This is an optimization exercise on Yosys and OpenROAD, whose aim is a short achievable clock period and few clock cycles per item, not a production implementation. The RTL was checked by simulation tests, not by an equivalence proof against the original design. No driver is modelled on the clock port, so clocking that relies on it looks cheaper here than on a real chip. Power and IR drop assume default switching activity.

==> flow/design.v, too long to show whole: its modules and the start of the top module <==
// module operand_join: 18 lines
// module int_alu: 99 lines
// module mul_pipe: 1830 lines
// module result_buffer: 40 lines
// module dfu_top: 60 lines
module dfu_top (
	input  logic        clk,
	input  logic        rst,
	input  logic        a_valid,
	input  logic [4:0]  a_op,
	input  logic [31:0] a_data,
	output logic        a_ready,
	input  logic        b_valid,
	input  logic [31:0] b_data,
	output logic        b_ready,
	output logic        res_valid,
	output logic [31:0] res_data,
	input  logic        res_ready
);
  // ...
==> flow/flow/run.sh <==
#!/bin/bash
# The standard layout (standard.sh, all ORFS steps to finish) with one
# change: synthesis maps the logic with flow/speed.abc, a delay-driven
# ABC script, through flow/synth.tcl. Make's full output goes to
# flow_make.log in the work folder; ORFS keeps each step's log under
# orfs/logs/.
set -euo pipefail
work=$(pwd)
bash standard.sh \
  SYNTH_SCRIPT="$work/flow/synth.tcl" \
  FLOW_ABC_SCRIPT="$work/flow/speed.abc" \
  finish > "$work/flow_make.log" 2>&1
==> flow/flow/speed.abc <==
strash
dch -f
map -p {D}
topo
buffer -c
stime -c
upsize -c {D}
dnsize -c {D}
==> flow/flow/synth.tcl <==
# The standard synthesis (synth_recipe.tcl), with Yosys's abc command
# pointed at flow/speed.abc, a delay-driven mapping script, instead of the
# ORFS speed script; everything else, registers included, is unchanged
proc synth {args} { yosys synth -nofsm -noshare {*}$args }
proc abc {args} {
  set i [lsearch -exact $args -script]
  if {$i >= 0} { lset args [expr {$i + 1}] $::env(FLOW_ABC_SCRIPT) }
  set j [lsearch -exact $args -D]
  if {$j >= 0} { lset args [expr {$j + 1}] 1500 } else { lappend args -D 1500 }
  yosys abc {*}$args
}
source $::env(SCRIPTS_DIR)/synth.tcl
# left out here: clear keep_hierarchy, flatten, clean up, hide names made inside functions, write 1_2_yosys.v
==> flow/standard.sh <==
#!/bin/bash
# synth_recipe.tcl (not shown) runs the flow's synth.tcl, then flattens the netlist and writes it again
# the make line also repeats each setting of config.mk as NAME=value (left out here)
make -C /OpenROAD-flow-scripts/flow DESIGN_CONFIG=/design/flow/config.mk WORK_HOME=/design/flow/orfs CLKGATE_MAP_FILE= SYNTH_SCRIPT=/design/flow/synth_recipe.tcl "${@:-finish}"
==> flow/config.mk <==
export PLATFORM = sky130hd
export DESIGN_NAME = dfu_top
export DESIGN_NICKNAME = dfu_top
export VERILOG_FILES = /design/flow/design.v
export SDC_FILE = /design/flow/constraint.sdc
export NUM_CORES = 4
export LEC_CHECK = 0
export CAP_MARGIN = 20
export CORE_MARGIN = 2
export CORE_UTILIZATION = 40
export SETUP_SLACK_MARGIN = 3.0
export SLEW_MARGIN = 20
==> flow/constraint.sdc <==
create_clock -name core_clock -period 9.0 [get_ports {clk}]
set_input_delay 1.8000 -clock core_clock [delete_from_list [all_inputs] [get_ports {clk}]]
set_output_delay 1.8000 -clock core_clock [all_outputs]
set_load 0.01 [all_outputs]
==> summary.txt, run 1 <==
Pwr
  – Top Consumer: combinational logic
  – Net Sw Frac: 54.9%

Die
  – Die Width: between 200 and 300 um
  – Starting Density: approximately two fifths
  – TAP cells: about 1100
  – Core area: between 80000 and 90000 um^2

CTS
  – Number of CTS-inserted buffers: 17

Setup path
  – Worst path cell trace: buf_12 > buf_8 > nor4_4 > nand4_4 > nor2_4 > buf_6 > buf_6 > buf_8 > o221ai_1 > nor3_2 > nand4_1 > nand2_1 > o21ai_2 > buf_2
  – Worst endpoint data arrival time: around 4500 ps
  – CP bufs+invs: 6
  – Slowest cell on the critical path: nor4_4
  – CP required: 7200 ps
  – Critical Path Stages: 14
  – Worst reg-to-reg path cell count: 3
  – Critical-path maximum fanout: 5
  – CP Capture Point: res_data[12]

Global routing
  – Vias in the first global route: approximately 34000
  – Busiest grt layer: met2
  – Gr usage total: between 40 and 50%
  – M2 GR Usage: roughly three fifths
  – First-pass GRT wire length: roughly 250000 um

Routing
  – Post-Route M1 WL: 67600 um
  – First DRT Iteration DRCs: 4618
  – # DRC: 0
  – Max Used Layer: met5
  – Routed WL: 175000 um
  – DR WL met2: a little over 70000 um

Cells and area
  – Clk_buf instances: 19
  – Fraction of area in multi-input gates: 65.3%
  – Largest register FFs: between 100 and 150
  – Largest Register: mul0.row_q
  – Filler cells: roughly 7600
  – Most common cell after layout, fill and taps aside: inv_1

Place
  – HPWL Detailed: 131000 um
  – Place WS: about 650 ps

STA
  – Hold WS: about 1100 ps
  – RSZ-0062 raised after global routing: true
  – Final Critical Period: between 6000 and 7000 ps

Synthesis
  – Most common cell in the netlist: inv_1
  – Primary FF master, synth: edfxtp_1
  – Largest family of logic cells by synthesized area: adder cells
  – Warnings, synthesis: 5

Run status
  – Status: no timing/DRC/antenna violations
Testbench counts, summed over its fixed seeds: cycles 9,419, items 8,000.
==> run 2: changes to the inputs <==
==> flow/flow/speed.abc (replaced) <==
strash
dch -f
map -p {D}
strash
dch -f
map -p {D}
topo
buffer -c
stime -c
upsize -c {D}
dnsize -c {D}
==> run 2 against run 1 <==
Synthesized cell count up 0.23%. Die area is 0.69% lower. Combinational power barely moved. Largest power group unchanged. Global-route usage rose by 3.5 points. Clock power down 7.8%. Hold slack better by 110 ps. Non-clock buffer count increased by 109.
==> summary.txt, run 2 <==
STA
  – Fin. Hold Viols: 0
  – Achievable frequency: ~160 MHz
  – Setup violations, final: 0
  – Layout Skew: around 11 ps
  – Worst slew pin tran: around 1000 ps
  – RSZ-0062 raised after global routing: true
  – Hold WS: 1170 ps (+109 ps)
  – Slew HR: a little under a third
  – Final Critical Period: 6250 ps (-64.9 ps)
  – Final Slew Violations: 0
  – Period utilization: a little over two thirds
  – TNS Setup: 0 ps

Die
  – Die Height: a little under 300 um
  – Core area: 80800 um^2 (-1.3%)
  – Starting Density: 40.5% (+0.23 points)
  – DIE AREA: 84100 um^2
  – Row cnt: between 100 and 150
  – I/O pin count: between 100 and 150
  – Die Width: 290 um (-0.35%)

Place
  – Routability congestion estimate from global placement: ~1.1
  – # placed instances: roughly 5000
  – Port Buffers: 108
  – HPWL Detailed: 139000 um (+6.3%)

Synthesis
  – Avg Inst Size Synth: 8.46 um^2
  – Post-synth EDFFs: about 150
  – Yosys top cell by area: fa_1
  – Post-synth ARST share: approximately 1.3%
  – Main area contributors after synthesis: fa_1, edfxtp_1, and2_1
  – Seq/Total Area, Yosys: 14.3%
  – Synth unique cells: between 90 and 100
  – Synth Net Count: about 4500
  – Share of the synthesized area in the top cell type: between 20% and 30%
  – Most common cell in the netlist: inv_1
  – Yosys reg bits: about 160
  – Post-Syn Area: between 30000 and 40000 um^2
  – Commonest cells post-synth: inv_1, and2_1, fa_1
  – Warnings, synthesis: 5 (unchanged)
  – Primary FF master, synth: edfxtp_1
  – Syn Inst Count: slightly below 4000

Setup path
  – Critical-path maximum fanout: 5 (unchanged)
  – CP Launch Type: primary input
  – Reg2reg start: rbuf0.full_q
  – Worst endpoint data arrival time: 4450 ps (-60 ps)
  – Crit end category: output pin
  – CP required: 7200 ps (about the same)
  – Crit. Startpoint: b_data[22]
  – WS Path Type: in -> out

CTS
  – H-tree Lvls: 4
  – Cts hold-fix bufs: 0
  – Clock tree sinks: ~160
  – Root Driver: clkbuf_16
  – Clock transition at path regs: 70 ps
  – Clock Latency Late Sink: around 480 ps
  – Number of CTS-inserted buffers: 17 (unchanged)
  – Clock Tree Buf Depth: 2
  – CTS tree: yes

Cells and area
  – Finished Layout Cells: between 5000 and 6000
  – Largest register FFs: 122 (unchanged)
  – Area growth from synthesis to final layout: 38.8%
  – Most frequent cells in the layout: inv_1, buf_4, and2_1
  – Filler cells: 7250 (-4.6%)
  – Nets: between 5000 and 6000
  – Fin util: 56.2%
  – Fraction of layout cells with a size suffix above 1: 32.3%
  – Most common cell after layout, fill and taps aside: inv_1
  – Largest Register: mul0.row_q
  – Regs by FF count: mul0.row_q x122, rbuf0.slot_q x32

Routing
  – DR pass1 iterations: 11
  – # DRC: 0 (unchanged)
  – Via count: 35700
  – DRT antenna net count: 0
  – First DRT Iteration DRCs: 5335 (+16%)
  – DR WL/cell: 35.2 um
  – Routed WL: 192000 um (+9.5%)
  – Vias per cell: between 6 and 7

Min path
  – Hold_sp: rbuf0.full_q
  – Hold Crit Class: reg -> reg

Global routing
  – Vias in the first global route: 35100 (+2.9%)
  – Gr usage total: 44.5% (+3.5 points)
  – Largest net degree at the start of global routing: 125
  – Initial antenna violation count: 15
  – Overflow after GRT: 0
  – First-pass GRT wire length: 264000 um (+6.2%)

Pwr
  – PD cells: 225 nW/um^2
  – Tot Pwr: between 10 and 15 mW
  – Peak VDD IR: around 310 uV
  – Leak: slightly below 20 nW

Run status
  – Status: no timing/DRC/antenna violations

Run
  – Max-cap violations: 0
[run 2: changes by cell type after synthesis, sizes merged, moves of 15 or more]
cell    delta
nor2      +31
nand3     +53
and3b     -15
mux2i     -16
nand4     +15
clkbuf    -16
[run 2: power by group]
group | internal [mW] | switching (mW) | leakage (nW)
registers | 1.18 | 0.111 | 1.70
clock network | 0.378 | 0.318 | 0.259
logic | 3.09 | 5.14 | 17.7
[run 2: final cells by class]
type | count | area (um^2) | area share [%]
inverter | 579 | 2330 | 5.14
clock buffer | 18 | 429 | 0.945
clock inverter | 14 | 121 | 0.267
tap | 1060 | 1330 | 2.92
multi-input combinational | 2891 | 28700 | 63.2
timing repair buffer | 737 | 7830 | 17.2
sequential | 156 | 4670 | 10.3
antenna | 6 | 15.0 | 0.0330
[run 2: timing repair]
action | 4_1_cts | 5_1_grt
endpoints found under the setup margin | 38 | 45
setup buffers | 345 | 65
gates resized for setup | 1518 | 225
pin swaps | 260 | 166
gates cloned | 24 | 4
hold endpoints to repair | 0 | 0
[run 2: kinds of logic after synthesis]
logic type      share of synthesized area (%)
xor+xnor                                 1.82
mux                                     0.310
compound gates                           19.9
flops                                    14.3
fa+ha+maj                                31.1
buf+inv                                  9.89
simple gates                             22.7
[run 2: worst paths after layout]
path / to / slack [ps] / depth (start not counted)
worst max-delay path: res_data[20] / 2750 / 14
worst min-delay path: rbuf0.full_q / 1170 / 1
worst max register to register: rbuf0.full_q / 6110 / 6
worst min register to register: rbuf0.full_q / 1170 / 1
max in group asynchronous: rbuf0.mul_q / 7430 / 2
min in group asynchronous: rbuf0.full_q / 1460 / 2
[run 2: stage by stage]
stage          setup slack (ps)  cell area, um^2
2_1_floorplan              3000            32700
3_3_place_gp                943            35500
3_5_place_dp               1040            35500
4_1_cts                    2890            43900
5_1_grt                    2720            45400
6_report                   2750            45400
[run 2: worst max-delay path, stage by stage]
cell and delay (ps):
buf_12 110, buf_12 120, nor4_4 430, nand4_1 180, buf_4 200, o21ai_4 270, buf_6 200, o211a_4 220
o211a_4 200, nand4_1 110, buf_6 170, o21ai_4 140, o31ai_2 100, buf_2 180
[run 2: per-layer routing]
metal	GRT usage, %	vias to the layer above	part of all wire [%]
li1	-	14400	-
met4	27.0	16	8.4
met1	57.0	17700	37
met3	14.7	845	13
met2	65.2	2798	41
met5	0	-	0.11
==> run 3: changes to the inputs <==
==> flow/flow/run.sh (replaced) <==
#!/bin/bash
# The standard layout (standard.sh, all ORFS steps to finish) with these
# changes: synthesis maps the logic with flow/speed.abc, a delay-driven
# ABC script, through flow/synth.tcl; and the CTS and global-route steps
# each end with extra setup repair passes (flow/post_cts.tcl,
# flow/post_grt.tcl). Make's full output goes to flow_make.log in the
# work folder; ORFS keeps each step's log under orfs/logs/.
set -euo pipefail
work=$(pwd)
bash standard.sh \
  SYNTH_SCRIPT="$work/flow/synth.tcl" \
  FLOW_ABC_SCRIPT="$work/flow/speed.abc" \
  POST_CTS_TCL="$work/flow/post_cts.tcl" \
  POST_GLOBAL_ROUTE_TCL="$work/flow/post_grt.tcl" \
  finish > "$work/flow_make.log" 2>&1
==> flow/flow/post_cts.tcl (new file) <==
# two more setup repair passes after the standard CTS-stage repair,
# then legalise the placement again
estimate_parasitics -placement
repair_timing -setup -setup_margin $::env(SETUP_SLACK_MARGIN) -repair_tns 100 -verbose
repair_timing -setup -setup_margin $::env(SETUP_SLACK_MARGIN) -repair_tns 100 -skip_last_gasp -sequence "sizeup,swap,buffer,clone" -verbose
detailed_placement
check_placement -verbose
==> flow/flow/post_grt.tcl (new file) <==
# one more setup repair pass on global-route parasitics after the
# standard one, then legalise, reroute the changed nets and write the
# route guides again
estimate_parasitics -global_routing
repair_timing -setup -setup_margin $::env(SETUP_SLACK_MARGIN) -repair_tns 100 -verbose
global_route -start_incremental
detailed_placement
global_route -end_incremental
estimate_parasitics -global_routing
write_guides $::env(RESULTS_DIR)/route.guide
==> run 3 against run 2 <==
Clock-buffer cell count unchanged. Hold slack worse by 5.8 ps. Flip-flop and latch count unchanged. Critical path depth unchanged.
==> summary.txt, run 3 <==
Run status
  – Status: no timing/DRC/antenna violations

Synthesis
  – Post-Syn Area: 32700 um^2 (unchanged)
  – Avg Inst Size Synth: 8.46 um^2 (unchanged)
  – Mux cell area share after synthesis: 0.310% (unchanged)
  – Yosys top cell by area: fa_1
  – Post-synth ARST share: 1.28% (unchanged)
  – Commonest cells post-synth: inv_1, and2_1, fa_1
  – Share of the synthesized area in the top cell type: 24.9% (unchanged)
  – Largest family of logic cells by synthesized area: adder cells
  – Synth Area in Adders: 31.1% (unchanged)
  – Simple-gate share of the synthesized area: 22.7% (unchanged)
  – Synth unique cells: 94 (unchanged)
  – Main area contributors after synthesis: fa_1, edfxtp_1, and2_1
  – XOR/XNOR Fraction of Synth Area: 1.82% (unchanged)
  – Post-synth EDFFs: 154 (unchanged)
  – Yosys reg bits: 156 (unchanged)
  – Warnings, synthesis: 5 (unchanged)
  – Syn Inst Count: 3869 (unchanged)
  – Synth Net Count: 4512 (unchanged)
  – Primary FF master, synth: edfxtp_1
  – Synth Area in Compound Gates: 19.9% (unchanged)
  – Most common cell in the netlist: inv_1
  – Seq/Total Area, Yosys: 14.3% (unchanged)

Global routing
  – Initial antenna violation count: 19 (+4)
  – Gr usage total: 44.8% (+0.28 points)
  – Overflow after GRT: 0 (unchanged)
  – First-pass GRT wire length: 266000 um (+0.54%)
  – Vias in the first global route: 35300 (+0.68%)
  – Largest net degree at the start of global routing: 125 (unchanged)

Routing
  – First DRT Iteration DRCs: 5303 (-0.60%)
  – DR WL/cell: 35.0 um (-0.46%)
  – DR pass1 iterations: 12 (+1)
  – DRT antenna net count: 0 (unchanged)
  – Vias per cell: 6.54 (+0.15%)
  – Via count: 35900 (+0.75%)
  – # DRC: 0 (unchanged)
  – Routed WL: 192000 um (+0.14%)

Pwr
  – Switch Pwr: 5.62 mW (+0.76%)
  – Clock Power Share: 6.8% (about the same)
  – Comb pwr share: 80.7% (+0.2 points)
  – Tot Pwr: 10.3 mW (+1.1%)
  – Leak: 19.9 nW (+1.3%)
  – Net Sw Frac: 54.4% (-0.16 points)
  – Internal power: 4.71 mW (+1.4%)
  – Peak VDD IR: 338 uV (+8.1%)
  – Register share of total power: 12.5% (about the same)
  – PD cells: 225 nW/um^2 (-0.13%)

Setup path
  – Worst reg-to-reg path cell count: 6 (unchanged)
  – Critical-path maximum fanout: 7 (+2)
  – Capturing point of the worst reg2reg path: rbuf0.full_q
  – CP Launch Type: primary input
  – Crit end category: output pin
  – CP required: 7200 ps (about the same)
  – WS Path Type: in -> out
  – Reg2reg start: rbuf0.full_q
  – FF-to-FF setup slack: 6050 ps (-60 ps)
  – Worst endpoint data arrival time: 4440 ps (about the same)

Cells and area
  – Nets: 5056 (+0.62%)
  – Regs by FF count: mul0.row_q x122, rbuf0.slot_q x32
  – Most common cell after layout, fill and taps aside: inv_1
  – Largest register FFs: 122 (unchanged)
  – Post-route cell area: 46000 um^2 (+1.2%)
  – Largest Register: mul0.row_q
  – Fraction of layout cells with a size suffix above 1: 33.2% (+0.84 points)
  – Most frequent cells in the layout: inv_1, buf_4, and2_1
  – Area growth from synthesis to final layout: 40.5%

Die
  – I/O pin count: 109 (unchanged)
  – Die Height: 290 um (unchanged)
  – Row cnt: 104 (unchanged)
  – DIE AREA: 84100 um^2 (unchanged)
  – Core area: 80800 um^2 (unchanged)
  – Starting Density: 40.5% (unchanged)
  – Die Width: 290 um (unchanged)

Min path
  – Worst Hold Endpoint: rbuf0.full_q
  – Hold Crit Class: reg -> reg
  – Hold Crit Depth: 1 (unchanged)
  – Hold_sp: rbuf0.full_q

CTS
  – Clock Latency Late Sink: 480 ps (about the same)
  – Clock transition at path regs: 70 ps (about the same)
  – Clock tree sinks: 156 (unchanged)
  – CTS tree: yes

Place
  – Place WS: 1040 ps (unchanged)
  – Port Buffers: 108 (unchanged)
  – HPWL Detailed: 139000 um (unchanged)
  – Placed instance area: 35500 um^2 (unchanged)
  – Routability congestion estimate from global placement: 1.10 (unchanged)

STA
  – Setup violations, final: 0 (unchanged)
  – Fin. Hold Viols: 0 (unchanged)
  – Final Slew Violations: 0 (unchanged)
  – Layout Skew: 12.0 ps (+0.868 ps)
  – TNS Setup: 0 ps (unchanged)
  – Final Critical Period: 6240 ps (-11.0 ps)
  – Final worst setup slack: 2760 ps (+11.0 ps)
  – Period utilization: 69.3% (-0.12 points)
  – Slew HR: 32.8% (+1.0 points)
  – Achievable frequency: 160 MHz (+0.18%)
  – Worst slew pin tran: 1010 ps (-15.4 ps)
  – Hold WS: 1160 ps (-5.82 ps)

Run
  – Max-cap violations: 0 (unchanged)
[run 3: cell count changes in the layout (fill, tap and decap cells not counted), moves of 4 or more]
| cell | change |
|---|---|
| buf_4 | +23 |
| buf_8 | +4 |
| nor3_1 | -6 |
| nor3_2 | +4 |
| o2bb2ai_1 | +4 |
[run 3: metal layers]
metal / global-route usage [%] / wire [um]
met4: 27.0 / 15900
met5: 0 / 87
met1: 57.1 / 71500
met3: 15.2 / 25800
met2: 65.6 / 78900
[run 3: power groups by stage]
stage | Combinational [mW] | Sequential (mW) | Clock [mW]
after floorplan | 4.44 | 1.29 | 0
after global placement | 6.87 | 1.30 | 0
after detailed placement | 6.88 | 1.31 | 0
final | 8.34 | 1.29 | 0.697
[run 3: layout make-up]
type                            instances  area, um^2
Tap cell                             1060        1330
Fill cell                            7200       34800
Antenna cell                            8        20.0
Inverter                              579        2350
Clock inverter                         14         121
Multi-Input combinational cell       2891       28900
Sequential cell                       156        4670
Clock buffer                           18         429
Timing Repair Buffer                  768        8150
[run 3: kinds of logic (layout without fill, tap and decap cells)]
logic type | count (synthesis) | in the layout
compound gates | 908 | 908
xor+xnor | 47 | 47
fa+ha+maj | 569 | 569
simple gates | 1356 | 1357
other cells | 0 | 8
mux | 10 | 10
flops | 156 | 156
buf+inv | 823 | 1379
[run 3: worst max-delay path by stage]
stage | from | end | slack (ps) | cells after the start
finish | b_data[22] | res_data[21] | 2760 | 14
detailed placement | b_data[27] | res_data[0] | 1040 | 14
global placement | b_data[27] | res_data[0] | 940 | 14
floorplan | b_data[3] | res_data[15] | 3000 | 14
[run 3: critical path, cell delays in order]
cell	delay, ps
buf_8	110
buf_8	110
nor4_4	40
buf_4	150
nand4_4	160
buf_6	170
buf_12	150
nor3_2	50
o211ai_1	550
nand3_1	230
nor3_4	290
nand4_1	260
o2bb2ai_1	200
buf_2	150
[run 3: per-stage QoR]
stage	util (%)	instances
2_1_floorplan	-	3869
3_3_place_gp	44.0	4985
3_5_place_dp	44.0	4985
6_report	56.9	5494
==> run 4: changes to the inputs <==
==> flow/flow/run.sh (replaced) <==
#!/bin/bash
# The standard layout (standard.sh, all ORFS steps to finish) with these
# changes: synthesis maps the logic with flow/speed.abc, a delay-driven
# ABC script, through flow/synth.tcl; the port buffers are plain
# sky130_fd_sc_hd__buf_4 cells (which the resizer may then resize)
# rather than delay cells; and the CTS and global-route steps each end
# with extra setup repair passes (flow/post_cts.tcl, flow/post_grt.tcl). Make's full output goes to flow_make.log in the
# work folder; ORFS keeps each step's log under orfs/logs/.
set -euo pipefail
work=$(pwd)
bash standard.sh \
  SYNTH_SCRIPT="$work/flow/synth.tcl" \
  FLOW_ABC_SCRIPT="$work/flow/speed.abc" \
  BUFFER_PORTS_ARGS="-buffer_cell sky130_fd_sc_hd__buf_4" \
  POST_CTS_TCL="$work/flow/post_cts.tcl" \
  POST_GLOBAL_ROUTE_TCL="$work/flow/post_grt.tcl" \
  finish > "$work/flow_make.log" 2>&1
==> run 4 against run 3 <==
Total power decreased by 6.4%. First-iteration DRC count fell by 10%. Non-clock buffer count shrank 137. Setup slack improved by 14 ps. Sequential share of layout area rose by 0.27 points. Critical path type unchanged. Sequential power hardly changed. Via count is 2.1% lower. Critical path depth is 2 lower. Largest cell class unchanged. Core utilization fell by 1.5 points.
==> summary.txt, run 4 <==
Run status
  – Status: no timing/DRC/antenna violations

Place
  – Place WS: 1660 ps (+625 ps)
  – Placed instance area: 34300 um^2 (-3.3%)
  – Routability congestion estimate from global placement: 1.10 (-0.31%)
  – Port Buffers: 108 (unchanged)
  – HPWL Detailed: 125000 um (-9.9%)

Cells and area
  – Nets: 4919 (-2.7%)
  – Most frequent cells in the layout: inv_1, and2_1, buf_4
  – Filler cells: 7277 (+1.1%)
  – FF+latch area: 4670 um^2 (unchanged)
  – Area growth from synthesis to final layout: 36.8%
  – Fin util: 55.4% (-1.5 points)
  – Multi-input combinational cell area: 28600 um^2 (-0.91%)
  – Most common cell after layout, fill and taps aside: inv_1
  – Fraction of layout cells with a size suffix above 1: 29.6% (-3.6 points)
  – Regs by FF count: mul0.row_q x122, rbuf0.slot_q x32
  – Post-route cell area: 44800 um^2 (-2.6%)
  – Largest Register: mul0.row_q
  – Largest register FFs: 122 (unchanged)

Die
  – Core area: 80800 um^2 (unchanged)
  – Die Width: 290 um (unchanged)
  – DIE AREA: 84100 um^2 (unchanged)
  – Row cnt: 104 (unchanged)
  – Starting Density: 40.5% (unchanged)
  – Die Height: 290 um (unchanged)
  – I/O pin count: 109 (unchanged)

Synthesis
  – Primary FF master, synth: edfxtp_1
  – Yosys top cell by area: fa_1
  – Yosys reg bits: 156 (unchanged)
  – Most common cell in the netlist: inv_1
  – Post-synth EDFFs: 154 (unchanged)
  – Seq/Total Area, Yosys: 14.3% (unchanged)
  – Share of the synthesized area in the top cell type: 24.9% (unchanged)
  – Post-Syn Area: 32700 um^2 (unchanged)
  – Synth Net Count: 4512 (unchanged)
  – Post-synth ARST share: 1.28% (unchanged)
  – Syn Inst Count: 3869 (unchanged)
  – Commonest cells post-synth: inv_1, and2_1, fa_1
  – Main area contributors after synthesis: fa_1, edfxtp_1, and2_1
  – Avg Inst Size Synth: 8.46 um^2 (unchanged)
  – Warnings, synthesis: 5 (unchanged)
  – Synth unique cells: 94 (unchanged)

Global routing
  – Gr usage total: 42.6% (-2.2 points)
  – Overflow after GRT: 0 (unchanged)
  – First-pass GRT wire length: 254000 um (-4.3%)
  – Largest net degree at the start of global routing: 64 (-49%)
  – Vias in the first global route: 34300 (-2.9%)
  – Initial antenna violation count: 18 (-1)

CTS
  – CTS tree: yes
  – Clock Latency Late Sink: 490 ps (about the same)
  – Clock transition at path regs: 70 ps (about the same)
  – Clock tree sinks: 156 (unchanged)

Pwr
  – Leak: 19.2 nW (-3.3%)
  – PD cells: 216 nW/um^2 (-3.8%)
  – Peak VDD IR: 249 uV (-26%)

STA
  – TNS Setup: 0 ps (unchanged)
  – Final Critical Period: 6220 ps (-14.1 ps)
  – Final Slew Violations: 0 (unchanged)
  – Layout Skew: 14.3 ps (+2.25 ps)
  – Hold WS: 694 ps (-469 ps)
  – Setup violations, final: 0 (unchanged)
  – Fin. Hold Viols: 0 (unchanged)
  – Period utilization: 69.1% (-0.16 points)
  – Achievable frequency: 161 MHz (+0.23%)
  – Slew HR: 30.9% (-1.9 points)
  – Worst slew pin tran: 1030 ps (+19.6 ps)
  – Final worst setup slack: 2780 ps (+14.1 ps)

Setup path
  – Worst endpoint data arrival time: 4420 ps (-20 ps)
  – CP Launch Type: primary input
  – Critical-path maximum fanout: 20 (+13)
  – Crit end category: output pin
  – Worst path cell trace: buf_16 > buf_4 > nor2_1 > o31ai_1 > nand2_1 > a32oi_2 > o21bai_2 > nand4_1 > buf_6 > nand2_2 > o211ai_1 > buf_4
  – Critical path's top delay family: compound AO/OA/AOI/OAI gates
  – CP required: 7200 ps (about the same)
  – Crit path top cell by count: buf_4
  – CP bufs+invs: 4 (-2)
  – Slowest cell on the critical path: o31ai_1
  – Max incr delay on CP: 730 ps (+180 ps)
  – WS Path Type: in -> out

Min path
  – Hold Crit Class: reg -> reg

Routing
  – DR pass1 iterations: 8 (-4)
  – Vias per cell: 6.57 (+0.38%)
  – DRT antenna net count: 0 (unchanged)
  – DR WL/cell: 34.4 um (-1.6%)
  – Routed WL: 184000 um (-4.0%)
  – Via count: 35200 (-2.1%)
  – # DRC: 0 (unchanged)
  – First DRT Iteration DRCs: 4767 (-10%)

Run
  – Max-cap violations: 0 (unchanged)
==> run 4: cell counts after synthesis <==
Identical to the previous run, type by type.
==> run 4: kinds of logic (layout without fill, tap and decap cells) <==
group,count (synthesis),in the layout,synth area share [%]
AO/OA/AOI/OAI,908,908,19.9
XOR/XNOR,47,47,1.82
adder cells (fa/ha/maj),569,569,31.1
buffers and inverters,823,1242,9.89
flip-flops,156,156,14.3
multiplexers,10,10,0.310
other,0,9,0
AND/OR/NAND/NOR,1356,1357,22.7
==> run 4: area by class of cell <==
type / count / share of cell area [%]
tap: 1060 / 2.96
antenna: 9 / 0.0503
multi-input combinational: 2891 / 64.0
sequential: 156 / 10.4
clock inverter: 14 / 0.338
clock buffer: 18 / 0.981
inverter: 579 / 5.33
timing repair buffer: 631 / 15.9
==> run 4: worst paths after layout <==
path	cells past startpoint	endpoint	from	slack, ps
worst min-delay path	1	mul0.row_q[42]	rbuf0.mul_q	690
worst max-delay path	12	res_data[6]	a_data[12]	2780
worst min register to register	1	mul0.row_q[42]	rbuf0.mul_q	690
worst max register to register	4	mul0.row_q[94]	rbuf0.full_q	6010
min in group asynchronous	2	rbuf0.full_q	rst	1150
max in group asynchronous	2	rbuf0.mul_q	rst	7740
==> run 4: where the power goes <==
part / switching (mW) / total (mW) / internal, mW
clock network: 0.349 / 0.746 / 0.397
logic: 4.71 / 7.64 / 2.93
registers: 0.108 / 1.29 / 1.18
total: 5.16 / 9.67 / 4.50
==> run 4: per-stage QoR <==
step                total power [mW]  std cells
floorplan                       5.73       3869
global placement                7.92       4861
detailed placement              8.01       4861
finish                          9.67       5358
==> run 4: metal layers <==
| metal | vias to the layer above | track usage (%) | share of wire (%) |
|---|---|---|---|
| li1 | 14200 | - | - |
| met1 | 17400 | 53.1 | 37 |
| met2 | 2702 | 61.2 | 40 |
| met3 | 875 | 16.4 | 14 |
| met4 | 18 | 27.8 | 8.8 |
| met5 | - | 0 | 0.097 |
==> run 5: changes to the inputs <==
==> flow/flow/run.sh (replaced) <==
#!/bin/bash
# The standard layout (standard.sh, all ORFS steps to finish) with these
# changes:
# - synthesis runs through flow/synth.tcl: modules are mapped one by one
#   (SYNTH_HIERARCHICAL 1, flattened at the end as the standard flow's synthesis
#   does), with flow/speed.abc, a delay-driven ABC script, and with adder
#   cells extracted only in the multiplier;
# - the port buffers are plain sky130_fd_sc_hd__buf_4 cells (which the
#   resizer may resize) rather than delay cells;
# - the CTS and global-route steps each end with extra setup repair
#   passes (flow/post_cts.tcl, flow/post_grt.tcl).
# Make's full output goes to flow_make.log in the work folder; ORFS keeps
# each step's log under orfs/logs/.
set -euo pipefail
work=$(pwd)
bash standard.sh \
  SYNTH_HIERARCHICAL=1 \
  SYNTH_SCRIPT="$work/flow/synth.tcl" \
  FLOW_ABC_SCRIPT="$work/flow/speed.abc" \
  BUFFER_PORTS_ARGS="-buffer_cell sky130_fd_sc_hd__buf_4" \
  POST_CTS_TCL="$work/flow/post_cts.tcl" \
  POST_GLOBAL_ROUTE_TCL="$work/flow/post_grt.tcl" \
  finish > "$work/flow_make.log" 2>&1
--- a/flow/flow/synth.tcl
+++ b/flow/flow/synth.tcl
@@ -1,4 +1,7 @@
-# The standard synthesis (synth_recipe.tcl), with Yosys's abc command
-# pointed at flow/speed.abc, a delay-driven mapping script, instead of the
-# ORFS speed script; everything else, registers included, is unchanged
+# The standard synthesis (synth_recipe.tcl), run with SYNTH_HIERARCHICAL 1
+# so each module is mapped on its own, and with two changes: Yosys's abc
+# command uses flow/speed.abc, a delay-driven mapping script, instead of
+# the ORFS speed script; and full and half adder cells are extracted only
+# in the multiplier, so the ALU's adders stay visible to ABC. Everything
+# else, registers included, is unchanged.
 proc synth {args} { yosys synth -nofsm -noshare {*}$args }
@@ -11,2 +14,3 @@
 }
+proc extract_fa {args} { yosys extract_fa {*}$args mul_pipe }
 source $::env(SCRIPTS_DIR)/synth.tcl
--- a/flow/config.mk
+++ b/flow/config.mk
@@ -9,3 +9,3 @@
 export CORE_MARGIN = 2
-export CORE_UTILIZATION = 40
+export CORE_UTILIZATION = 30
 export SETUP_SLACK_MARGIN = 3.0
==> run 5 against run 4 <==
Total power rose by 34%. Routed wire length rose by 2.5%. Synthesized area rose by 2.2%. Hold slack improved by 150 ps. Via count rose by 4.7%. Maximum frequency rose by 1.8%. Clock-buffer cell count rose by 1. Combinational power rose by 43%. Register-to-register slack got worse by 610 ps.
==> summary.txt, run 5 <==
Setup path
  – Critical path's top delay family: compound AO/OA/AOI/OAI gates
  – Crit end category: output pin
  – CP required: 7200 ps (about the same)
  – Slowest cell on the critical path: a31oi_2
  – Worst path cell trace: buf_8 > nand2b_1 > a21boi_0 > o21ai_1 > a31oi_2 > nand4_1 > o211ai_1 > nand3_2 > nand3_1 > nand2_1 > nand3_2 > buf_6
  – Crit path top cell by count: nand3_2
  – Max incr delay on CP: 370 ps (-360 ps)
  – Critical-path maximum fanout: 20 (unchanged)
  – CP Launch Type: primary input
  – WS Path Type: in -> out
  – Worst endpoint data arrival time: 4310 ps (-110 ps)
  – CP bufs+invs: 2 (-2)

Cells and area
  – Fraction of layout cells with a size suffix above 1: 24.0% (-5.6 points)
  – Fin util: 39.0% (-16 points)
  – Filler cells: 11100 (+53%)
  – Most frequent cells in the layout: inv_1, nand2_1, fa_1
  – Multi-input combinational cell area: 28900 um^2 (+0.82%)
  – Largest Register: mul0.row_q
  – Largest register FFs: 122 (unchanged)
  – FF+latch area: 4680 um^2 (about the same)
  – Nets: 4860 (-1.2%)
  – Area growth from synthesis to final layout: 28.9%
  – Regs by FF count: mul0.row_q x122, rbuf0.slot_q x32

Place
  – Routability congestion estimate from global placement: 1.12 (+2.6%)
  – Port Buffers: 108 (unchanged)
  – HPWL Detailed: 130000 um (+3.4%)

Pwr
  – Peak VDD IR: 702 uV (+180%)
  – Leak: 18.0 nW (-6.5%)
  – PD cells: 300 nW/um^2 (+39%)

Die
  – Die Height: 338 um (+16%)
  – Core area: 111000 um^2 (+37%)
  – Starting Density: 30.2% (-10 points)
  – I/O pin count: 109 (unchanged)
  – Row cnt: 122 (+17%)
  – DIE AREA: 114000 um^2 (+36%)
  – Die Width: 338 um (+16%)

Global routing
  – Overflow after GRT: 0 (unchanged)
  – Gr usage total: 31.7% (-11 points)
  – Vias in the first global route: 35400 (+3.1%)
  – Initial antenna violation count: 10 (-8)
  – First-pass GRT wire length: 258000 um (+1.6%)
  – Largest net degree at the start of global routing: 69 (+7.8%)

Routing
  – Via count: 36900 (+4.7%)
  – DR WL/cell: 32.4 um (-5.8%)
  – First DRT Iteration DRCs: 5512 (+16%)
  – Routed WL: 189000 um (+2.5%)
  – DRT antenna net count: 0 (unchanged)
  – Vias per cell: 6.33 (-3.7%)
  – DR pass1 iterations: 14 (+6)
  – # DRC: 0 (unchanged)

Min path
  – Hold Crit Class: reg -> reg

Synthesis
  – Most common cell in the netlist: nand2_1
  – Seq/Total Area, Yosys: 14.0% (-0.30 points)
  – Post-synth ARST share: 1.28% (unchanged)
  – Share of the synthesized area in the top cell type: 24.4% (-0.53 points)
  – Post-synth EDFFs: 154 (unchanged)
  – Yosys top cell by area: fa_1
  – Warnings, synthesis: 11 (+6)
  – Avg Inst Size Synth: 8.07 um^2 (-4.6%)
  – Yosys reg bits: 156 (unchanged)
  – Commonest cells post-synth: nand2_1, inv_1, fa_1
  – Primary FF master, synth: edfxtp_1
  – Syn Inst Count: 4144 (+7.1%)
  – Synth unique cells: 101 (+7.4%)
  – Synth Net Count: 4684 (+3.8%)
  – Main area contributors after synthesis: fa_1, edfxtp_1, and2_1
  – Post-Syn Area: 33400 um^2 (+2.2%)

STA
  – Final Critical Period: 6110 ps (-111 ps)
  – Setup violations, final: 0 (unchanged)
  – Period utilization: 67.9% (-1.2 points)
  – TNS Setup: 0 ps (unchanged)
  – Achievable frequency: 164 MHz (+1.8%)
  – Final Slew Violations: 0 (unchanged)
  – Slew HR: 35.0% (+4.1 points)
  – Fin. Hold Viols: 0 (unchanged)
  – Worst slew pin tran: 965 ps (-62.3 ps)
  – Layout Skew: 18.7 ps (+4.44 ps)

CTS
  – Clock tree sinks: 156 (unchanged)
  – Clock Latency Late Sink: 480 ps (about the same)
  – CTS tree: yes
  – Clock transition at path regs: 80 ps (about the same)

Run
  – Max-cap violations: 0 (unchanged)

Run status
  – Status: no timing/DRC/antenna violations
==> run 5: layout make-up <==
type	instances	share of cell area (%)
Timing Repair inverter	1	0.0174
Sequential cell	156	10.8
Inverter	463	4.20
Clock inverter	13	0.389
Timing Repair Buffer	435	12.2
Multi-Input combinational cell	3246	67.0
Antenna cell	5	0.0290
Clock buffer	19	1.00
Tap cell	1488	4.32
==> run 5: worst register-to-register path, cell delays in order (launching register included) <==
cell	delay (ps)
dfrtp_2	390
buf_4	300
nor2_8	850
buf_4	740
buf_4	860
==> run 5: metal layers <==
metal,wire (um),global-route usage (%),up-vias,share of wire [%]
met3,28200,13.1,781,15
met5,165,0,-,0.087
met4,15500,20.1,12,8.2
met2,75600,44.9,3046,40
met1,69500,39.7,18200,37
li1,-,-,14900,-
==> run 5: worst paths after layout <==
path                              startpoint        endpoint  slack, ps  depth (start not counted)
worst max-delay path              b_data[22]    res_data[31]       2890                         12
worst min-delay path            rbuf0.full_q    rbuf0.full_q        840                          3
worst max register to register   rbuf0.mul_q  mul0.row_q[26]       5400                          4
worst min register to register  rbuf0.full_q    rbuf0.full_q        840                          3
max in group asynchronous                rst     rbuf0.mul_q       7690                          2
min in group asynchronous                rst    rbuf0.full_q       1170                          2
==> run 5: logic make-up (layout without fill, tap and decap cells) <==
kind of cell | count (synthesis) | count (layout) | share of synthesized area [%]
xor+xnor | 51 | 51 | 1.52
compound gates | 900 | 901 | 19.6
fa+ha+maj | 467 | 467 | 26.6
mux | 9 | 9 | 0.273
other cells | 0 | 5 | 0
simple gates | 1817 | 1818 | 29.0
buf+inv | 744 | 931 | 9.06
flops | 156 | 156 | 14.0
==> run 5: metrics by stage <==
step | cell area [um^2] | hold WS [ps] | power, mW | worst slack [ps] | instances
floorplan | 33400 | 657 | 5.74 | 3420 | 4144
global placement | 35300 | 822 | 8.83 | 1440 | 5518
detailed placement | 35300 | 830 | 8.87 | 1530 | 5518
finish | 43100 | 845 | 12.9 | 2890 | 5826
==> run 5: Yosys stat by module, one instance, submodules excluded, excerpt <==
module,copies in the design,flops+latches
mul_pipe,1,122
int_alu,1,0
result_buffer,1,34
operand_join,1,0
==> run 5: where the power goes <==
part | leakage (nW) | internal (mW) | switching (mW)
sequential | 1.72 | 1.17 | 0.111
clock | 0.276 | 0.437 | 0.338
combinational | 16.0 | 4.13 | 6.74
==> run 6: changes to the inputs <==
--- a/flow/config.mk
+++ b/flow/config.mk
@@ -9,3 +9,4 @@
 export CORE_MARGIN = 2
-export CORE_UTILIZATION = 30
+export CORE_UTILIZATION = 55
+export PLACE_DENSITY = 0.7
 export SETUP_SLACK_MARGIN = 3.0
==> run 6 against run 5 <==
Setup slack worse by 200 ps. Synthesized area unchanged. Synthesized cell count is the same. Largest cell class unchanged. Via count rose by 6.1%. Combinational power fell by 11%. Clock skew hardly changed. Clock-buffer cell count fell by 2. Largest power group unchanged. Total power is 9.3% lower. Clock power increased by 2%.
==> summary.txt, run 6 <==
Synthesis
  – Post-Syn Area: 33400 um^2 (unchanged)
  – Avg Inst Size Synth: 8.07 um^2 (unchanged)
  – Primary FF master, synth: edfxtp_1
  – Most common cell in the netlist: nand2_1
  – Post-synth EDFFs: 154 (unchanged)
  – Post-synth ARST share: 1.28% (unchanged)
  – Yosys top cell by area: fa_1
  – Synth Net Count: 4684 (unchanged)
  – Yosys reg bits: 156 (unchanged)
  – Commonest cells post-synth: nand2_1, inv_1, fa_1
  – Main area contributors after synthesis: fa_1, edfxtp_1, and2_1
  – Synth unique cells: 101 (unchanged)
  – Warnings, synthesis: 11 (unchanged)
  – Seq/Total Area, Yosys: 14.0% (unchanged)
  – Syn Inst Count: 4144 (unchanged)
  – Share of the synthesized area in the top cell type: 24.4% (unchanged)

Cells and area
  – Largest register FFs: 122 (unchanged)
  – Fraction of layout cells with a size suffix above 1: 22.1% (-1.9 points)
  – Fin util: 69.8% (+31 points)
  – Most common cell after layout, fill and taps aside: nand2_1
  – Regs by FF count: mul0.row_q x122, rbuf0.slot_q x32
  – Area growth from synthesis to final layout: 25.7%
  – Nets: 4861 (+0.021%)
  – Most frequent cells in the layout: nand2_1, inv_1, fa_1
  – Largest Register: mul0.row_q
  – Filler cells: 4653 (-58%)

Routing
  – Via count: 39100 (+6.1%)
  – Routed WL: 184000 um (-2.7%)
  – DR WL/cell: 35.9 um (+11%)
  – DRT antenna net count: 0 (unchanged)
  – DR pass1 iterations: 14 (unchanged)
  – # DRC: 0 (unchanged)
  – Vias per cell: 7.63 (+21%)
  – First DRT Iteration DRCs: 7688 (+39%)

Place
  – HPWL Detailed: 117000 um (-9.7%)
  – Place WS: 1930 ps (+400 ps)
  – Routability congestion estimate from global placement: 1.22 (+8.2%)
  – Port Buffers: 108 (unchanged)

Setup path
  – Capturing point of the worst reg2reg path: mul0.row_q[125]
  – Worst endpoint data arrival time: 4510 ps (+200 ps)
  – Critical Path Stages: 13 (+1)
  – Crit path top cell by count: nand4_1
  – Slowest cell on the critical path: o211ai_1
  – FF-to-FF setup slack: 5340 ps (-60 ps)
  – Crit. Startpoint: a_data[24]
  – Worst path cell trace: buf_12 > nand2_4 > inv_1 > o22ai_1 > nor2_2 > nand4_1 > o211ai_1 > nand4_1 > a21oi_2 > nand3_1 > nand2_1 > nand3_2 > buf_6
  – Worst reg-to-reg path cell count: 4 (unchanged)
  – Max incr delay on CP: 550 ps (+180 ps)
  – Crit end category: output pin
  – CP bufs+invs: 3 (+1)
  – CP Launch Type: primary input
  – Critical-path maximum fanout: 19 (-5.0%)
  – Reg2reg start: rbuf0.mul_q
  – CP Capture Point: res_data[0]
  – WS Path Type: in -> out
  – Critical path's top delay family: simple AND/OR/NAND/NOR gates
  – CP required: 7200 ps (about the same)

Global routing
  – Largest net degree at the start of global routing: 73 (+5.8%)
  – Initial antenna violation count: 15 (+5)
  – Overflow after GRT: 0 (unchanged)
  – First-pass GRT wire length: 236000 um (-8.4%)
  – Gr usage total: 52.1% (+20 points)
  – Vias in the first global route: 34700 (-2.0%)

CTS
  – CTS tree: yes
  – Clock tree sinks: 156 (unchanged)
  – Clock Latency Late Sink: 490 ps (about the same)
  – Clock transition at path regs: 80 ps (about the same)

Die
  – Core area: 60200 um^2 (-46%)
  – Die Width: 251 um (-26%)
  – Die Height: 251 um (-26%)
  – Starting Density: 55.5% (+25 points)
  – I/O pin count: 109 (unchanged)
  – DIE AREA: 62800 um^2 (-45%)
  – Row cnt: 90 (-26%)

Run
  – Max-cap violations: 0 (unchanged)

STA
  – Worst slew pin tran: 1020 ps (+59.4 ps)
  – Slew HR: 31.7% (-3.3 points)
  – Final Slew Violations: 0 (unchanged)
  – Setup violations, final: 0 (unchanged)
  – Layout Skew: 18.5 ps (-0.214 ps)
  – Fin. Hold Viols: 0 (unchanged)
  – Final worst setup slack: 2690 ps (-200 ps)
  – TNS Setup: 0 ps (unchanged)
  – Period utilization: 70.1% (+2.2 points)
  – Final Critical Period: 6310 ps (+200 ps)
  – Achievable frequency: 158 MHz (-3.2%)

Min path
  – Hold Crit Class: reg -> reg

Pwr
  – Clock Power Share: 6.7% (+0.7 points)
  – Leak: 18.1 nW (+0.44%)
  – Net Sw Frac: 56.2% (+0.53 points)
  – Switch Pwr: 6.58 mW (-8.4%)
  – Register share of total power: 11.0% (+1.1 points)
  – Comb pwr share: 82.3% (-1.8 points)
  – Tot Pwr: 11.7 mW (-9.3%)
  – Peak VDD IR: 550 uV (-22%)
  – Internal power: 5.14 mW (-10%)
  – PD cells: 279 nW/um^2 (-7.0%)

Run status
  – Status: no timing/DRC/antenna violations
==> run 6: cell count changes in the layout (fill, tap and decap cells not counted), sizes merged <==
cell and delta:
nand4 -1, bufbuf -14, clkbuf +28, bufinv -1
inv +10, diode +7, nor2 +1, buf -14
o21ai -1, clkinvlp -7
==> run 6: worst min-delay path, cell delays in order, from the launching register on <==
cell and delay, ps:
dfrtp_1 370, buf_4 250, inv_1 90, o21ai_0 90
==> run 6: kinds of logic after synthesis <==
group	count (synthesis)	share of synthesized area, %
xor gates and xnor gates	51	1.52
DFF	156	14.0
and+or+nand+nor	1817	29.0
buffers and inverters	744	9.06
AOI/OAI and AO/OA	900	19.6
adders and majority gates	467	26.6
muxes	9	0.273
==> run 6: worst min-delay path by stage <==
stage | depth (start not counted) | slack (ps) | start | endpoint
6_report | 3 | 850 | rbuf0.full_q | rbuf0.full_q
3_5_place_dp | 3 | 840 | rbuf0.full_q | rbuf0.full_q
3_3_place_gp | 3 | 850 | rbuf0.full_q | rbuf0.full_q
2_1_floorplan | 3 | 660 | rbuf0.full_q | rbuf0.full_q
==> run 6: cell type report <==
type                       count  area (um^2)  share of cell area, %
antenna                       12         30.0                 0.0714
inverter                     463         1790                   4.25
timing repair inverter         1         7.51                 0.0179
clock buffer                  17          425                   1.01
clock inverter                15          178                  0.423
timing repair buffer         437         5560                   13.2
sequential                   156         4680                   11.1
multi-input combinational   3245        28400                   67.6
tap                          782          978                   2.33
==> run 6: per-layer routing <==
metal / part of all wire (%) / wire length (um) / global-route usage (%) / vias to the layer above
met3: 18 / 33800 / 24.7 / 1484
met1: 33 / 59800 / 64.9 / 18500
met2: 38 / 70100 / 72.0 / 4239
li1: - / - / - / 14900
met4: 11 / 19800 / 33.4 / 23
met5: 0.23 / 427 / 1.00 / -
==> run 6: through the flow <==
| stage | hold slack (ps) | instances | area, um^2 |
|---|---|---|---|
| final | 846 | 5128 | 42000 |
| after detailed placement | 844 | 4807 | 34300 |
| after global placement | 850 | 4807 | 34300 |
| after floorplan | 657 | 4144 | 33400 |
==> run 6: per-module statistics from Yosys, one instance, submodules excluded, a selection <==
| module | cell area [um^2] | cells |
|---|---|---|
| mul_pipe | 19500 | 1937 |
| operand_join | 45.0 | 8 |
| result_buffer | 1850 | 190 |
| int_alu | 12100 | 2009 |
==> run 6: power groups by stage <==
stage | logic [mW] | clock network, mW | registers (mW)
after floorplan | 4.47 | 0 | 1.27
after global placement | 7.09 | 0 | 1.29
after detailed placement | 7.15 | 0 | 1.30
final | 9.65 | 0.787 | 1.28
==> run 7: changes to the inputs <==
--- a/flow/config.mk
+++ b/flow/config.mk
@@ -9,4 +9,3 @@
 export CORE_MARGIN = 2
-export CORE_UTILIZATION = 55
-export PLACE_DENSITY = 0.7
+export CORE_UTILIZATION = 40
 export SETUP_SLACK_MARGIN = 3.0
==> run 7 against run 6 <==
Largest cell class unchanged. Register-to-register slack better by 320 ps. Non-clock buffer count up 38. Clock skew up 6.8 ps. Critical path type is now reg -> out. Sequential share of layout area down 0.30 points. Critical path depth unchanged. Combinational power up 9%. Die area up 37%. Highest routed layer unchanged. Largest power group unchanged.
==> summary.txt, run 7 <==
Global routing
  – Gr usage total: 42.8% (-9.3 points)
  – First-pass GRT wire length: 262000 um (+11%)
  – Initial antenna violation count: 9 (-6)
  – Vias in the first global route: 35600 (+2.5%)
  – Overflow after GRT: 0 (unchanged)
  – Largest net degree at the start of global routing: 68 (-6.8%)

Routing
  – Routed WL: 194000 um (+5.5%)
  – DRT antenna net count: 0 (unchanged)
  – Vias per cell: 6.83 (-10%)
  – DR pass1 iterations: 7 (-7)
  – Via count: 37300 (-4.6%)
  – # DRC: 0 (unchanged)
  – DR WL/cell: 35.6 um (-0.84%)
  – First DRT Iteration DRCs: 5132 (-33%)

Setup path
  – Max incr delay on CP: 610 ps (+60 ps)
  – CP Launch Type: flip-flop
  – Worst reg-to-reg path cell count: 4 (unchanged)
  – Worst endpoint data arrival time: 4360 ps (-150 ps)
  – Crit end category: output pin
  – Crit path top cell by count: fa_1
  – Critical-path maximum fanout: 4 (-15)
  – FF-to-FF setup slack: 5660 ps (+320 ps)
  – Reg2reg start: rbuf0.mul_q
  – Crit. Startpoint: mul0.row_q[51]
  – CP required: 7200 ps (about the same)
  – CP Capture Point: res_data[23]
  – Slowest cell on the critical path: fa_1
  – Capturing point of the worst reg2reg path: mul0.row_q[60]
  – WS Path Type: reg -> out
  – Worst path cell trace: fa_1 > fa_1 > ha_4 > nand2_4 > nor2_4 > nand4_1 > nand3b_1 > o2111ai_4 > buf_12 > xor2_4 > nand2_2 > nand3_2 > buf_4

CTS
  – CTS tree: yes
  – Clock Latency Late Sink: 520 ps (+30 ps)
  – Clock transition at path regs: 80 ps (about the same)
  – Clock tree sinks: 156 (unchanged)

Synthesis
  – Yosys top cell by area: fa_1
  – Avg Inst Size Synth: 8.07 um^2 (unchanged)
  – Main area contributors after synthesis: fa_1, edfxtp_1, and2_1
  – Post-Syn Area: 33400 um^2 (unchanged)
  – Syn Inst Count: 4144 (unchanged)
  – Share of the synthesized area in the top cell type: 24.4% (unchanged)
  – Post-synth ARST share: 1.28% (unchanged)
  – Post-synth EDFFs: 154 (unchanged)
  – Warnings, synthesis: 11 (unchanged)
  – Commonest cells post-synth: nand2_1, inv_1, fa_1
  – Yosys reg bits: 156 (unchanged)
  – Most common cell in the netlist: nand2_1
  – Synth unique cells: 101 (unchanged)
  – Seq/Total Area, Yosys: 14.0% (unchanged)
  – Synth Net Count: 4684 (unchanged)
  – Primary FF master, synth: edfxtp_1

Die
  – Core area: 83200 um^2 (+38%)
  – Die Height: 293 um (+17%)
  – Row cnt: 106 (+18%)
  – Die Width: 293 um (+17%)
  – I/O pin count: 109 (unchanged)
  – DIE AREA: 85900 um^2 (+37%)
  – Starting Density: 40.2% (-15 points)

STA
  – Layout Skew: 25.3 ps (+6.80 ps)
  – Fin. Hold Viols: 0 (unchanged)
  – Setup violations, final: 0 (unchanged)
  – Final Critical Period: 6160 ps (-148 ps)
  – Period utilization: 68.5% (-1.6 points)
  – Final Slew Violations: 0 (unchanged)
  – TNS Setup: 0 ps (unchanged)
  – Worst slew pin tran: 975 ps (-49.9 ps)
  – Achievable frequency: 162 MHz (+2.4%)
  – Slew HR: 35.0% (+3.3 points)
  – Final worst setup slack: 2840 ps (+148 ps)

Run
  – Max-cap violations: 0 (unchanged)

Cells and area
  – Area growth from synthesis to final layout: 29.2%
  – Most common cell after layout, fill and taps aside: inv_1
  – Fraction of layout cells with a size suffix above 1: 24.3% (+2.3 points)
  – Filler cells: 7751 (+67%)
  – FF+latch area: 4680 um^2 (unchanged)
  – Nets: 4897 (+0.74%)
  – Post-route cell area: 43200 um^2 (+2.8%)
  – Largest register FFs: 122 (unchanged)
  – Finished Layout Cells: 5458 (+6.4%)
  – Multi-input combinational cell area: 28900 um^2 (+1.8%)
  – Largest Register: mul0.row_q
  – Most frequent cells in the layout: inv_1, nand2_1, fa_1
  – Regs by FF count: mul0.row_q x122, rbuf0.slot_q x32

Place
  – Port Buffers: 108 (unchanged)
  – Routability congestion estimate from global placement: 1.10 (-9.9%)
  – Placed instance area: 34900 um^2 (+1.7%)
  – Place WS: 1930 ps (+0.810 ps)
  – # placed instances: 5127 (+6.7%)
  – HPWL Detailed: 131000 um (+12%)

Pwr
  – Leak: 18.3 nW (+1.1%)
  – Peak VDD IR: 549 uV (-0.14%)
  – PD cells: 290 nW/um^2 (+4.0%)

Min path
  – Hold Crit Class: reg -> reg

Run status
  – Status: no timing/DRC/antenna violations
-- run 7: critical path: cells and delay by family (launching register included) --
kind | cells | cell delay [ps]
DFF | 1 | 410
and+or+nand+nor | 6 | 1240
xor gates and xnor gates | 1 | 260
buffers and inverters | 2 | 280
adders and majority gates | 3 | 1410
AOI/OAI and AO/OA | 1 | 250
-- run 7: per-module statistics from Yosys (local to each module, per instance), excerpt --
module	cell area (um^2)	cells	flops+latches	times used
int_alu	12100	2009	0	1
result_buffer	1850	190	34	1
operand_join	45.0	8	0	1
mul_pipe	19500	1937	122	1
-- run 7: report_power, final --
part           switching, mW  internal, mW  leakage (nW)
combinational           6.47          4.04          16.3
clock                  0.349         0.385         0.274
sequential             0.117          1.17          1.72
-- run 7: stage by stage --
step / util [%] / hold slack, ps / total power [mW]
global placement: 42.0 / 842 / 8.70
floorplan: - / 657 / 5.74
detailed placement: 42.0 / 840 / 8.74
finish: 52.0 / 850 / 12.5
-- run 7: how the worst min path moves through the flow --
stage	cells past startpoint	startpoint	slack, ps	to
detailed placement	3	rbuf0.full_q	840	rbuf0.full_q
global placement	3	rbuf0.full_q	840	rbuf0.full_q
floorplan	3	rbuf0.full_q	660	rbuf0.full_q
finish	3	rbuf0.full_q	850	rbuf0.full_q
-- run 7: layout make-up --
type / instances / share of cell area (%)
clock buffers: 18 / 0.993
inverters: 463 / 4.15
flip-flops and latches: 156 / 10.8
multi-input cells: 3244 / 66.9
clock inverters: 14 / 0.316
diodes: 8 / 0.0463
well taps: 1080 / 3.13
repair buffers: 475 / 13.6
-- run 7: logic make-up after synthesis --
group	share of synthesized area [%]
AND/OR/NAND/NOR	29.0
AO/OA/AOI/OAI	19.6
buffers and inverters	9.06
adder cells (fa/ha/maj)	26.6
flip-flops	14.0
XOR/XNOR	1.52
multiplexers	0.273
-- run 7: routing by layer --
metal	GRT usage, %	vias up	wire [um]
li1	-	15000	-
met1	55.7	18500	71700
met2	61.7	3023	78900
met3	14.9	803	28000
met4	24.3	4	15400
met5	0	-	34
==> run 8: changes to the inputs <==
--- a/flow/flow/run.sh
+++ b/flow/flow/run.sh
@@ -5,4 +5,4 @@
 #   (SYNTH_HIERARCHICAL 1, flattened at the end as the standard flow's synthesis
-#   does), with flow/speed.abc, a delay-driven ABC script, and with adder
-#   cells extracted only in the multiplier;
+#   does), with flow/speed.abc, a delay-driven ABC script, and with no
+#   adder cells extracted;
 # - the port buffers are plain sky130_fd_sc_hd__buf_4 cells (which the
--- a/flow/flow/synth.tcl
+++ b/flow/flow/synth.tcl
@@ -3,5 +3,5 @@
 # command uses flow/speed.abc, a delay-driven mapping script, instead of
-# the ORFS speed script; and full and half adder cells are extracted only
-# in the multiplier, so the ALU's adders stay visible to ABC. Everything
-# else, registers included, is unchanged.
+# the ORFS speed script; and no full or half adder cells are extracted, so
+# ABC maps all the adder logic itself. Everything else, registers
+# included, is unchanged.
 proc synth {args} { yosys synth -nofsm -noshare {*}$args }
@@ -14,3 +14,3 @@
 }
-proc extract_fa {args} { yosys extract_fa {*}$args mul_pipe }
+proc extract_fa {args} {}
 source $::env(SCRIPTS_DIR)/synth.tcl
==> run 8 against run 7 <==
Global-route usage decreased by 2.5 points. Synthesized area increased by 29%. Cell area increased by 22%. Via count increased by 46%. Maximum frequency increased by 0.95%. Critical path depth unchanged. Die area increased by 28%. Highest routed layer unchanged.
==> summary.txt, run 8 <==
Cells and area
  – Finished Layout Cells: 7747 (+42%)
  – Most frequent cells in the layout: nand2_1, nand3_1, inv_1
  – Area growth from synthesis to final layout: 22.4%
  – Fin util: 49.3% (-2.7 points)
  – Fraction of layout cells with a size suffix above 1: 19.1% (-5.3 points)
  – Largest register FFs: 122 (unchanged)
  – Post-route cell area: 52700 um^2 (+22%)
  – Nets: 6402 (+31%)
  – Most common cell after layout, fill and taps aside: nand2_1
  – Largest Register: mul0.row_q
  – Filler cells: 10500 (+35%)
  – Regs by FF count: mul0.row_q x122, rbuf0.slot_q x32

STA
  – Final Slew Violations: 0 (unchanged)
  – Fin. Hold Viols: 0 (unchanged)
  – Final Critical Period: 6100 ps (-57.8 ps)
  – Hold WS: 870 ps (+20.6 ps)
  – Period utilization: 67.8% (-0.64 points)
  – Worst slew pin tran: 1160 ps (+180 ps)
  – Achievable frequency: 164 MHz (+0.95%)
  – Layout Skew: 19.1 ps (-6.22 ps)
  – Setup violations, final: 0 (unchanged)
  – Slew HR: 22.9% (-12 points)
  – TNS Setup: 0 ps (unchanged)

Global routing
  – Largest net degree at the start of global routing: 68 (unchanged)
  – Overflow after GRT: 0 (unchanged)
  – Vias in the first global route: 47200 (+33%)
  – Initial antenna violation count: 10 (+1)
  – First-pass GRT wire length: 328000 um (+25%)
  – Gr usage total: 40.2% (-2.5 points)

Synthesis
  – Warnings, synthesis: 11 (unchanged)
  – Most common cell in the netlist: nand2_1
  – Synth Area in Adders: 0.971% (-26 points)
  – Synth unique cells: 115 (+14%)
  – Yosys top cell by area: edfxtp_1
  – Synth Area in Compound Gates: 34.0% (+14 points)
  – Synth Net Count: 6238 (+33%)
  – Primary FF master, synth: edfxtp_1
  – Commonest cells post-synth: nand2_1, nand3_1, inv_1
  – Post-synth ARST share: 1.28% (unchanged)
  – Seq/Total Area, Yosys: 10.9% (-3.1 points)
  – Main area contributors after synthesis: edfxtp_1, nand2_1, nand3_1
  – Syn Inst Count: 6164 (+49%)
  – Mux cell area share after synthesis: 0.212% (-0.061 points)
  – Avg Inst Size Synth: 6.98 um^2 (-14%)
  – Post-Syn Area: 43000 um^2 (+29%)
  – XOR/XNOR Fraction of Synth Area: 10.3% (+8.8 points)
  – Post-synth EDFFs: 154 (unchanged)
  – Largest family of logic cells by synthesized area: simple AND/OR/NAND/NOR gates
  – Share of the synthesized area in the top cell type: 10.7% (-14 points)
  – Simple-gate share of the synthesized area: 34.8% (+5.8 points)
  – Yosys reg bits: 156 (unchanged)

Run
  – Max-cap violations: 0 (unchanged)

Routing
  – Routed WL: 246000 um (+27%)
  – DR WL/cell: 31.7 um (-11%)
  – DRT antenna net count: 0 (unchanged)
  – # DRC: 0 (unchanged)
  – Via count: 54300 (+46%)
  – First DRT Iteration DRCs: 8334 (+62%)
  – Vias per cell: 7.01 (+2.6%)
  – DR pass1 iterations: 8 (+1)

Place
  – Placed instance area: 44200 um^2 (+27%)
  – Routability congestion estimate from global placement: 1.08 (-1.3%)
  – # placed instances: 7390 (+44%)
  – HPWL Detailed: 172000 um (+31%)
  – Port Buffers: 108 (unchanged)

Die
  – DIE AREA: 110000 um^2 (+28%)
  – Die Width: 332 um (+13%)
  – Starting Density: 40.2% (about the same)
  – Core area: 107000 um^2 (+29%)
  – I/O pin count: 109 (unchanged)
  – Die Height: 332 um (+13%)
  – Row cnt: 120 (+13%)

Setup path
  – Crit end category: output pin
  – Worst endpoint data arrival time: 4300 ps (-60 ps)
  – WS Path Type: in -> out
  – CP required: 7200 ps (about the same)
  – Critical-path maximum fanout: 8 (+4)
  – CP Launch Type: primary input

CTS
  – CTS tree: yes
  – Clock Latency Late Sink: 510 ps (about the same)
  – Clock tree sinks: 156 (unchanged)
  – Clock transition at path regs: 60 ps (-20 ps)

Pwr
  – Peak VDD IR: 291 uV (-47%)
  – PD cells: 192 nW/um^2 (-34%)
  – Leak: 23.0 nW (+26%)

Min path
  – Hold Crit Class: reg -> reg

Run status
  – Status: no timing/DRC/antenna violations
run 8: cell types whose count changed after synthesis, moves of 85 or more:
cell	change
nand3_1	+340
nand3b_1	+92
nand2_1	+352
and2_1	-177
nor2_1	+121
a21o_1	+107
a21oi_1	+146
o2bb2ai_1	+112
nand4_1	+186
buf_2	+85
fa_1	-407
run 8: cell families after synthesis:
group | count (synthesis)
adder cells (fa/ha/maj) | 41
AND/OR/NAND/NOR | 2873
flip-flops | 156
XOR/XNOR | 259
multiplexers | 9
AO/OA/AOI/OAI | 1966
buffers and inverters | 860
run 8: per-module statistics from Yosys (local to each module, per instance), excerpt:
module,cells inside,flops+latches,times used
int_alu,2009,0,1
mul_pipe,3957,122,1
operand_join,8,0,1
result_buffer,190,34,1
run 8: routing by layer:
layer  global-route usage (%)  wire length [um]
met4                     25.8             22000
met3                     10.8             34500
met5                        0               117
met2                     58.4             96600
met1                     52.5             92700
run 8: worst paths after layout:
| check | from | endpoint | slack, ps | cells after the start |
|---|---|---|---|---|
| max in group asynchronous | rst | rbuf0.mul_q | 7710 | 2 |
| min | rbuf0.full_q | rbuf0.full_q | 870 | 3 |
| max | b_data[1] | res_data[9] | 2900 | 13 |
| min reg2reg | rbuf0.full_q | rbuf0.full_q | 870 | 3 |
| min in group asynchronous | rst | rbuf0.full_q | 1160 | 2 |
| max reg2reg | rbuf0.mul_q | mul0.row_q[63] | 5270 | 5 |
run 8: final cells by class:
| cell class | instances | area, um^2 | share of cell area [%] |
|---|---|---|---|
| Antenna cell | 3 | 7.51 | 0.0143 |
| Clock buffer | 18 | 429 | 0.815 |
| Clock inverter | 14 | 160 | 0.304 |
| Inverter | 501 | 1960 | 3.72 |
| Multi-Input combinational cell | 5148 | 37100 | 70.5 |
| Sequential cell | 156 | 4680 | 8.88 |
| Tap cell | 1403 | 1760 | 3.33 |
| Timing Repair Buffer | 499 | 6500 | 12.3 |
| Timing Repair inverter | 5 | 48.8 | 0.0926 |
run 8: metrics by stage:
step	setup WS, ps	power, mW
final	2900	10.1
after detailed placement	1750	8.44
after global placement	1770	8.38
after floorplan	3640	6.17
run 8: worst max-delay path, stage by stage:
cell	delay [ps]
buf_16	140
clkinv_16	100
clkbuf_16	170
o211ai_1	500
o31ai_2	170
o211ai_1	210
buf_4	160
o21ai_1	80
a21oi_2	360
nand4_1	230
nand2_1	140
nand3_2	110
buf_6	130
run 8: power breakdown:
| part | internal, mW | switching [mW] | leakage (nW) | total, mW |
|---|---|---|---|---|
| combinational | 2.81 | 5.29 | 20.9 | 8.10 |
| sequential | 1.08 | 0.147 | 1.72 | 1.23 |
| clock | 0.414 | 0.356 | 0.292 | 0.770 |
| total | 4.31 | 5.79 | 23.0 | 10.1 |
==> run 9: changes to the inputs <==
--- a/flow/config.mk
+++ b/flow/config.mk
@@ -10,3 +10,3 @@
 export CORE_UTILIZATION = 40
-export SETUP_SLACK_MARGIN = 3.0
+export SETUP_SLACK_MARGIN = 4.0
 export SLEW_MARGIN = 20
==> run 9 against run 8 <==
Critical endpoint is now res_data[29]. Clock power about the same. Largest cell class unchanged. Register-to-register slack improved by 940 ps. Combinational power increased by 11%. Cell area increased by 5.2%. Critical path type unchanged.
==> summary.txt, run 9 <==
Routing
  – DRT antenna net count: 0 (unchanged)
  – Routed WL: 268000 um (+8.8%)
  – Vias per cell: 7.09 (+1.1%)
  – # DRC: 0 (unchanged)
  – DR pass1 iterations: 10 (+2)

Setup path
  – Worst path cell trace: buf_16 > nor3_2 > nand4_1 > nor2_4 > buf_6 > buf_12 > buf_6 > nand4_1 > nand4_1 > nand4_1 > a211oi_4 > nand3_2 > nand2_2 > nand3_2 > buf_6
  – Max incr delay on CP: 350 ps (-150 ps)
  – Critical-path maximum fanout: 8 (unchanged)
  – Crit end category: output pin
  – CP required: 7200 ps (about the same)
  – Reg2reg start: rbuf0.mul_q
  – CP Capture Point: res_data[29]

Cells and area
  – Most frequent cells in the layout: nand2_1, nand3_1, inv_1
  – Fraction of layout cells with a size suffix above 1: 23.3% (+4.2 points)
  – Most common cell after layout, fill and taps aside: nand2_1
  – Nets: 6521 (+1.9%)
  – Largest Register: mul0.row_q
  – Largest register FFs: 122 (unchanged)

Place
  – Port Buffers: 108 (unchanged)
  – HPWL Detailed: 183000 um (+6.5%)
  – # placed instances: 7401 (+0.15%)

Synthesis
  – Post-Syn Area: 43000 um^2 (unchanged)
  – Primary FF master, synth: edfxtp_1
  – Post-synth EDFFs: 154 (unchanged)
  – Yosys reg bits: 156 (unchanged)
  – Synth unique cells: 115 (unchanged)
  – Post-synth ARST share: 1.28% (unchanged)
  – Avg Inst Size Synth: 6.98 um^2 (unchanged)
  – Most common cell in the netlist: nand2_1

Pwr
  – Register share of total power: 11.5% (-0.7 points)
  – Clock Power Share: 7.0% (-0.6 points)
  – PD cells: 198 nW/um^2 (+3.4%)
  – Internal power: 4.51 mW (+4.8%)

STA
  – Final Slew Violations: 0 (unchanged)
  – Layout Skew: 21.9 ps (+2.85 ps)
  – Worst slew pin tran: 1110 ps (-45.8 ps)
  – Final Critical Period: 6080 ps (-21.4 ps)

Run
  – Max-cap violations: 0 (unchanged)

Min path
  – Hold Crit Class: reg -> reg
  – Hold Crit Depth: 3 (unchanged)

Die
  – Core area: 107000 um^2 (unchanged)
  – Row cnt: 120 (unchanged)
  – Die Width: 332 um (unchanged)
  – Die Height: 332 um (unchanged)

Global routing
  – Overflow after GRT: 0 (unchanged)
  – Gr usage total: 46.5% (+6.2 points)

CTS
  – Clock Latency Late Sink: 540 ps (+30 ps)
  – Clock transition at path regs: 70 ps (about the same)

Run status
  – Status: no timing/DRC/antenna violations
==> run 9: cell counts after synthesis <==
No cell type changed its count.
==> run 9: per-stage QoR <==
stage / hold WS (ps) / util (%) / setup WS (ps) / instance area [um^2]
final: 881 / 51.8 / 2920 / 55400
after detailed placement: 870 / 41.8 / 1760 / 44700
after global placement: 874 / 41.8 / 1750 / 44700
after floorplan: 657 / - / 3690 / 43600
==> run 9: final cells by class <==
cell class,count,area (um^2)
multi-input combinational,5151,38600
tap,1403,1760
sequential,156,4680
inverter,501,2000
timing repair inverter,1,11.3
clock inverter,14,130
fill,10400,51500
clock buffer,18,429
timing repair buffer,619,7810
antenna,3,7.51
==> run 9: how the worst min path moves through the flow <==
stage            startpoint            to
2_1_floorplan  rbuf0.full_q  rbuf0.full_q
3_3_place_gp   rbuf0.full_q  rbuf0.full_q
3_5_place_dp   rbuf0.full_q  rbuf0.full_q
6_report       rbuf0.full_q  rbuf0.full_q
==> run 9: layer usage <==
layer  wire length, um  up-vias  track usage, %  share of wire [%]
met5               377        -            1.13               0.14
met4             25900       13            34.1                9.7
met3             38700     1219            17.9                 14
met2            104000     4155            65.4                 39
met1             99200    26500            57.2                 37
li1                  -    23900               -                  -
==> run 9: cells by family (layout without fill, tap and decap cells) <==
logic type | count (synthesis) | in the layout | share of synthesized area [%]
xor+xnor | 259 | 259 | 10.3
compound gates | 1966 | 1967 | 34.0
flops | 156 | 156 | 10.9
buf+inv | 860 | 1153 | 8.90
fa+ha+maj | 41 | 41 | 0.971
mux | 9 | 9 | 0.212
other cells | 0 | 3 | 0
simple gates | 2873 | 2875 | 34.8
==> run 9: critical path: cells and delay by family <==
kind / cells / cell delay, ps
simple gates: 9 / 1450
compound gates: 1 / 350
buf+inv: 5 / 690
==> run 9: Yosys stat by module (local to each module, per instance), excerpt <==
module / cell area (um^2) / flip-flops and latches / cells inside
result_buffer: 1850 / 34 / 190
operand_join: 45.0 / 0 / 8
mul_pipe: 29100 / 122 / 3957
int_alu: 12100 / 0 / 2009
==> run 9: power groups by stage <==
stage,clock network (mW),registers [mW],logic (mW)
2_1_floorplan,0,1.20,4.99
3_3_place_gp,0,1.25,7.44
3_5_place_dp,0,1.26,7.48
6_report,0.769,1.26,8.96
